This design comes from an exercise in tuning for a short achievable clock period and few clock cycles on the open sky130 flow, not from production work. Only simulation tests tie the RTL to the original design; equivalence was not proved. Power is estimated from default activity; no workload was simulated.

==> design/flow/design.v <==
`default_nettype none
package isa_pkg;
  localparam int OPCODE_BITS  = 4;
  localparam int OPERAND_BITS = 16 - OPCODE_BITS;
  typedef logic [OPCODE_BITS-1:0]  opcode_t;
  typedef logic [OPERAND_BITS-1:0] operand_t;
  typedef struct packed {
    opcode_t  opcode;
    operand_t operand;
  } instr_t;
  localparam opcode_t OP_NOP  = 4'h0;
  localparam opcode_t OP_LDI  = 4'h1;   
  localparam opcode_t OP_LD   = 4'h2;
  localparam opcode_t OP_ST   = 4'h3;
  localparam opcode_t OP_ADD  = 4'h4;   
  localparam opcode_t OP_SUB  = 4'h5;
  localparam opcode_t OP_AND  = 4'h6;
  localparam opcode_t OP_OR   = 4'h7;
  localparam opcode_t OP_XOR  = 4'h8;
  localparam opcode_t OP_JMP  = 4'h9;
  localparam opcode_t OP_JZ   = 4'ha;   
  localparam opcode_t OP_OUT  = 4'hb;
  localparam opcode_t OP_IN   = 4'hc;
  localparam opcode_t OP_HALT = 4'hf;
endpackage
`default_nettype wire
`default_nettype none
package bus_pkg;
  typedef logic [16-1:0]    word_t;
  typedef logic [8-1:0] address_t;
  typedef logic [8-1:0]    port_t;
  typedef struct packed {
    logic     wr;
    address_t address;
    word_t    data;
  } mem_req_t;
  typedef struct packed {
    port_t port;
    word_t data;
  } io_write_t;
endpackage
`default_nettype wire
`default_nettype none
module boot_memory
(
  input  wire                CLK,
  input  wire bus_pkg::mem_req_t a_req,
  output bus_pkg::word_t     a_rdata,
  input  wire bus_pkg::mem_req_t b_req
);
  localparam int DEPTH = 1 << 8;
  bus_pkg::word_t mem [0:DEPTH-1];
  always_ff @(posedge CLK)
  begin
    if (b_req.wr)
    begin
      mem[b_req.address] <= b_req.data;   
    end
    else if (a_req.wr)
    begin
      mem[a_req.address] <= a_req.data;
    end
    a_rdata <= mem[a_req.address];
  end
endmodule
`default_nettype wire
`default_nettype none
module cpu_core
(
  input  wire                    CLK,
  input  wire                    rst,
  input  wire                    start,
  output bus_pkg::mem_req_t      mem_req,
  input  wire bus_pkg::word_t    mem_rdata,
  input  wire bus_pkg::word_t    io_in,
  output logic                   io_wr,
  output bus_pkg::io_write_t     io_out,
  output logic                   busy,
  output logic                   halted
);
  typedef enum logic [2:0] {
    ST_IDLE,
    ST_FETCH,
    ST_DECODE,
    ST_EXECUTE,
    ST_STOPPED
  } core_state_e;
  core_state_e state;
  bus_pkg::address_t    pc;
  bus_pkg::address_t    pc_next;
  isa_pkg::instr_t      ir;
  isa_pkg::instr_t      fetched;
  bus_pkg::address_t    ir_addr;
  bus_pkg::word_t       acc;
  bus_pkg::word_t       acc_next;
  logic        acc_load;
  logic        zero;
  assign fetched = mem_rdata;   
  assign ir_addr = bus_pkg::address_t'(ir.operand);
  always_comb
  begin
    mem_req = '0;
    case (state)
      ST_FETCH:  mem_req.address = pc;
      ST_DECODE: mem_req.address = bus_pkg::address_t'(fetched.operand);   
      ST_EXECUTE:
        if (ir.opcode == isa_pkg::OP_ST)
        begin
          mem_req.wr      = 1'b1;
          mem_req.address = ir_addr;
          mem_req.data    = acc;
        end
      default:   mem_req = '0;
    endcase
  end
  always_comb
  begin
    acc_next = acc;
    acc_load = 1'b0;
    if (state == ST_EXECUTE)
    begin
      acc_load = 1'b1;
      case (ir.opcode)
        isa_pkg::OP_LDI:  acc_next = bus_pkg::word_t'(ir.operand);
        isa_pkg::OP_LD:   acc_next = mem_rdata;
        isa_pkg::OP_ADD:  acc_next = acc + mem_rdata;
        isa_pkg::OP_SUB:  acc_next = acc - mem_rdata;
        isa_pkg::OP_AND:  acc_next = acc & mem_rdata;
        isa_pkg::OP_OR:   acc_next = acc | mem_rdata;
        isa_pkg::OP_XOR:  acc_next = acc ^ mem_rdata;
        isa_pkg::OP_IN:   acc_next = io_in;
        default: acc_load = 1'b0;   
      endcase
    end
  end
  always_comb
  begin
    case (ir.opcode)
      isa_pkg::OP_JMP:  pc_next = ir_addr;
      isa_pkg::OP_JZ:   pc_next = zero ? ir_addr : pc + bus_pkg::address_t'(1);
      default: pc_next = pc + bus_pkg::address_t'(1);   
    endcase
  end
  always_ff @(posedge CLK)
  begin
    if (rst)
    begin
      state <= ST_IDLE;
      pc    <= '0;
      acc   <= '0;
      zero  <= 1'b1;
    end
    else
    begin
      case (state)
        ST_IDLE, ST_STOPPED:
          if (start)
          begin
            state <= ST_FETCH;
            pc    <= '0;
          end
        ST_FETCH:  state <= ST_DECODE;
        ST_DECODE: state <= ST_EXECUTE;
        ST_EXECUTE:
        begin
          pc    <= pc_next;
          state <= (ir.opcode == isa_pkg::OP_HALT) ? ST_STOPPED : ST_FETCH;
        end
        default:   state <= ST_IDLE;
      endcase
      if (acc_load)
      begin
        acc  <= acc_next;
        zero <= (acc_next == '0);
      end
    end
  end
  always_ff @(posedge CLK)
  begin
    if (state == ST_DECODE)
    begin
      ir <= fetched;
    end
  end
  assign io_wr       = (state == ST_EXECUTE) && (ir.opcode == isa_pkg::OP_OUT);
  assign io_out.port = bus_pkg::port_t'(ir.operand);
  assign io_out.data = acc;
  assign busy   = (state == ST_FETCH) || (state == ST_DECODE) || (state == ST_EXECUTE);
  assign halted = (state == ST_STOPPED);
endmodule
`default_nettype wire
`default_nettype none
module cpu_system
(
  input  wire                    CLK,
  input  wire                    rst,
  input  wire                    start,
  input  wire bus_pkg::mem_req_t host_req,
  input  wire bus_pkg::word_t    io_in,
  output logic                   io_wr,
  output bus_pkg::io_write_t     io_out,
  output logic                   busy,
  output logic                   halted
);
  bus_pkg::mem_req_t core_req;
  bus_pkg::word_t    core_rdata;
  cpu_core u_core (
    .CLK       (CLK),
    .rst       (rst),
    .start     (start),
    .mem_req   (core_req),
    .mem_rdata (core_rdata),
    .io_in     (io_in),
    .io_wr     (io_wr),
    .io_out    (io_out),
    .busy      (busy),
    .halted    (halted)
  );
  boot_memory u_mem (
    .CLK     (CLK),
    .a_req   (core_req),
    .a_rdata (core_rdata),
    .b_req   (host_req)
  );
endmodule
`default_nettype wire
==> design/flow/run.sh <==
#!/bin/bash
# synth_recipe.tcl (not shown) runs the flow's synth.tcl, then flattens the netlist and writes it again
# the make line also repeats each setting of config.mk as NAME=value (left out here)
make -C /OpenROAD-flow-scripts/flow DESIGN_CONFIG=/design/flow/config.mk WORK_HOME=/design/flow/orfs CLKGATE_MAP_FILE= SYNTH_SCRIPT=/design/flow/synth_recipe.tcl finish
==> design/flow/config.mk <==
export PLATFORM = sky130hd
export DESIGN_NAME = cpu_system
export DESIGN_NICKNAME = cpu_system
export VERILOG_FILES = /design/flow/design.v
export SDC_FILE = /design/flow/constraint.sdc
export NUM_CORES = 4
export LEC_CHECK = 0
export CAP_MARGIN = 20
export CORE_MARGIN = 2
export CORE_UTILIZATION = 30
export SLEW_MARGIN = 20
==> design/flow/constraint.sdc <==
create_clock -name core_clock -period 12.0 [get_ports {CLK}]
set_input_delay 2.4000 -clock core_clock [delete_from_list [all_inputs] [get_ports {CLK}]]
set_output_delay 2.4000 -clock core_clock [all_outputs]
set_load 0.01 [all_outputs]
==> run summary <==
==> per-stage QoR <==
step	area, um^2	util	hold slack [ps]	worst slack [ps]	cells
after floorplan	168000	-	440	-3230	13000
after global placement	179000	0.319	513	4700	20100
after detailed placement	179000	0.319	520	4800	20100
after CTS	192000	0.343	528	5130	20800
after global routing	192000	0.343	572	4650	20800
final	192000	0.343	538	4760	20800
==> registers in the layout, summed over array words and instances (netlist names) <==
name,flops
u_mem.mem,4096
u_core.state,3
u_core.acc,16
u_mem.a_rdata,16
u_core.zero,1
u_core.ir,16
u_core.pc,8
==> critical path: stages, from the launching register on <==
cell and delay (ps):
dfxtp_1 690, nor4bb_1 610, a311o_2 820, buf_4 500, buf_12 480, buf_4 750, nand2_1 100, and3_1 200
a311oi_1 300, a311oi_1 170, o32ai_1 790, buf_4 240, nor4_1 120, a41oi_1 960, a211o_1 280
==> final cells by class <==
| class | count | area [um^2] |
|---|---|---|
| clock inverter | 224 | 1950 |
| inverter | 40 | 150 |
| antenna | 10 | 25.0 |
| clock buffer | 538 | 11200 |
| sequential | 4156 | 124000 |
| multi-input combinational | 7854 | 40200 |
| timing repair buffer | 547 | 4940 |
| tap | 7479 | 9360 |
| fill | 54200 | 368000 |
==> cells in the final DEF (no fill, tap or decap), drive strengths merged, types with 7 or more instances in the layout <==
cell type and count:
nor4 11, dfxtp 44, a31oi 109, a21o 11, nor2 312, nand2 3937, bufinv 31, nor2b 13
xnor2 19, nand4 11, clkinvlp 9, a221o 10, clkdlybuf4s50 69, o211ai 7, a21oi 71, nand3b 17
mux2 13, edfxtp 4112, a311oi 685, diode 10, o31ai 11, clkinv 172, and3 345, o32ai 28
buf 477, inv 52, ha 49, clkbuf 539, or3 21, a22oi 66, a211oi 14, mux2i 218
nand3 1554, a2111oi 8, o21ai 73, nor3 146
==> layer usage <==
metal | track usage | up-vias | wire length [um]
met3 | 0.0373 | 845 | 53800
met2 | 0.266 | 5690 | 231000
met1 | 0.240 | 55700 | 209000
met4 | 0.0557 | 10 | 17700
li1 | - | 48100 | -
met5 | 0 | - | 71
==> cells by family (layout without fill, tap and decap cells) <==
| group | Yosys count | count (layout) | synth area share |
|---|---|---|---|
| AO/OA/AOI/OAI | 1150 | 1150 | 0.0543 |
| XOR/XNOR | 23 | 23 | 0.00120 |
| adder cells (fa/ha/maj) | 50 | 50 | 0.00376 |
| buffers and inverters | 972 | 1349 | 0.0259 |
| flip-flops | 4156 | 4156 | 0.738 |
| multiplexers | 231 | 231 | 0.0138 |
| other | 0 | 10 | 0 |
| AND/OR/NAND/NOR | 6400 | 6400 | 0.163 |
==> power by group through the flow <==
stage | Clock, mW | Combinational, mW | Sequential, mW
3_5_place_dp | 0 | 4.18 | 16.5
5_1_grt | 13.4 | 4.52 | 16.2
2_1_floorplan | 0 | 2.52 | 16.5
3_3_place_gp | 0 | 4.15 | 16.5
4_1_cts | 12.9 | 4.19 | 16.2
6_report | 12.7 | 4.26 | 16.2
==> final timing paths <==
kind	start	end	slack [ps]
max	u_core.state[0]	u_mem.a_rdata[2]	4760
min	u_core.pc[6]	u_core.pc[6]	540
max reg2reg	u_core.state[0]	u_mem.a_rdata[2]	4760
min reg2reg	u_core.pc[6]	u_core.pc[6]	540
==> metrics.md <==
| Metric | Value |
|---|---|
| Post-synth top cells | `edfxtp_1 (4112), nand2_1 (3937), nand3_1 (1554), a311oi_1 (684), buf_2 (413)` |
| Clock transition at path regs | `70 ps` |
| Post_cts resized | `0` |
| Largest net degree at the start of global routing | `201` |
| RSZ-0062 raised after global routing | `no` |
| Fin Setup TNS | `0 ps` |
| Relative slew margins | `0.156` |
| Cell count after synthesis | `13000` |
| Layout Nets | `13100` |
| Syn Std Cell Area | `168000 um^2` |
| Worst endpoint data arrival time | `8180 ps` |
| Required time of the critical path | `12940 ps` |
| Clock group share of total power | `0.384` |
| CTS Sinks | `4156` |
| Synth top area cells | `edfxtp_1 (73%), nand2_1 (8.8%), nand3_1 (4.6%)` |
| Status | `timing/DRC/antenna clean` |
| Post-DR wirelength/cell | `24.5 um` |
| Power density over the cells | `173 nW/um^2` |
| First-pass GRT wire length | `734000 um` |
| Remaining DRCs | `0` |
| Initial Util | `0.301` |
| Minimum clock period | `7240 ps` |
| Rows | `275` |
| Synth-to-layout area growth | `14.1%` |
| Max-cap violations | `0` |
| Post-DRT Antenna Nets | `0` |
| CTS tree | `done` |
| Clock latency (worst-skew pair) | `1010 ps` |
| Vias | `110000` |
| Comb power frac | `0.128` |
| CTS buffer count | `421` |
| Crit path kind | `register to register` |
| Post-CTS Setup Inserts | `0` |
| Critical Path End Type | `register` |
| Count leader, synth | `edfxtp_1` |
| Post-synth top area share | `0.733` |
| DIE WIDTH | `753 um` |
| CP startpoint kind | `register` |
| Final Setup Violations | `0` |
| Worst Skew | `90.4 ps` |
| Routability Congestion | `0.849` |
| Flops & latches, synth | `4156` |
| Max clock buf depth | `4` |
| Final WL | `511000 um` |
| Period utilisation layout | `0.603` |
| EDFF count, synth | `4112` |
| Cts hold-fix bufs | `0` |
| GRT Util Overall | `0.172` |
| Layout cells sized above 1 | `0.0833` |
| DR iter-0 viols | `14200` |
| Main synth FF type | `edfxtp_1` |
| Overall power | `33.2 mW` |
| Hold Path Depth | `2` |
| Worst Hold Class | `register to register` |
| Net Sw Frac | `0.265` |
| Routed vias/inst | `5.30` |
| Sw power | `8.80 mW` |
| CTS root buf | `clkbuf_16` |
| Max-slew violations | `0` |
| Synth Warn # | `2` |
| Pleak | `64.2 nW` |
| Unique cell type count in the Yosys netlist | `76` |
| Gr ovfl total | `0` |
| Internal power | `24.4 mW` |
| Hold Vio Cnt, Final | `0` |
| CTS H-Tree Depth | `5` |
| Sequential fraction of the synthesis area | `0.738` |
| Post-Syn Nets | `13100` |
| Die height | `753 um` |
| Core Area | `560000 um^2` |
| Die area | `567000 um^2` |
| Sequential Power Share | `0.488` |
| VDD IR max | `120 uV` |
| Synth async-reset ratio | `0` |
| FF-to-FF path depth | `14` |
| Placed wire-length estimate | `276000 um` |
| Io pins | `71` |
| Initial antenna violation count | `31` |
| Least-Margin Pin Slew | `1270 ps` |
| Largest fanout on the critical path | `117` |
| Fmax achieved | `138 MHz` |
| Vias in the first global route | `103000` |
| IO Port Bufs | `70` |
| Top cell type by total area after synthesis | `edfxtp_1` |
| Syn_area_per_cell | `13.0 um^2` |
| First-pass DRT Iterations | `8` |
Testbench counts, summed over its fixed seeds: cycles 125,226.

## static timing again, ports no longer ideal
In the flow no input, the clock included, has a driving cell. The finished layout below was timed again as built, in two steps. Step 1 (the two cells are an assumption about what drives the block):
set clk [get_ports {CLK}]
set_driving_cell -lib_cell sky130_fd_sc_hd__clkbuf_16 $clk
set_driving_cell -lib_cell sky130_fd_sc_hd__buf_2 [delete_from_list [all_inputs] $clk]
Step 2 moves the port delays by t, midway between the first and last clock arrival at a register: inputs arrive t later, outputs are due t later. That takes back most of the time a late clock gives input paths. Slacks: ideal ports / drivers / drivers and shift; pairs: ideal ports / drivers.
t (ns): 1.095
setup WS [ns]: 4.764 / 4.764 / 4.574
worst setup path at the end: input to register
worst register clock-pin slew, ns: 0.07 / 0.07
worst data-port slew with drivers (ns): 0.18
After both steps setup and hold are still met in this run. The setup slack of this run moves by 0.000 ns with the drivers and by -0.190 ns with both steps.
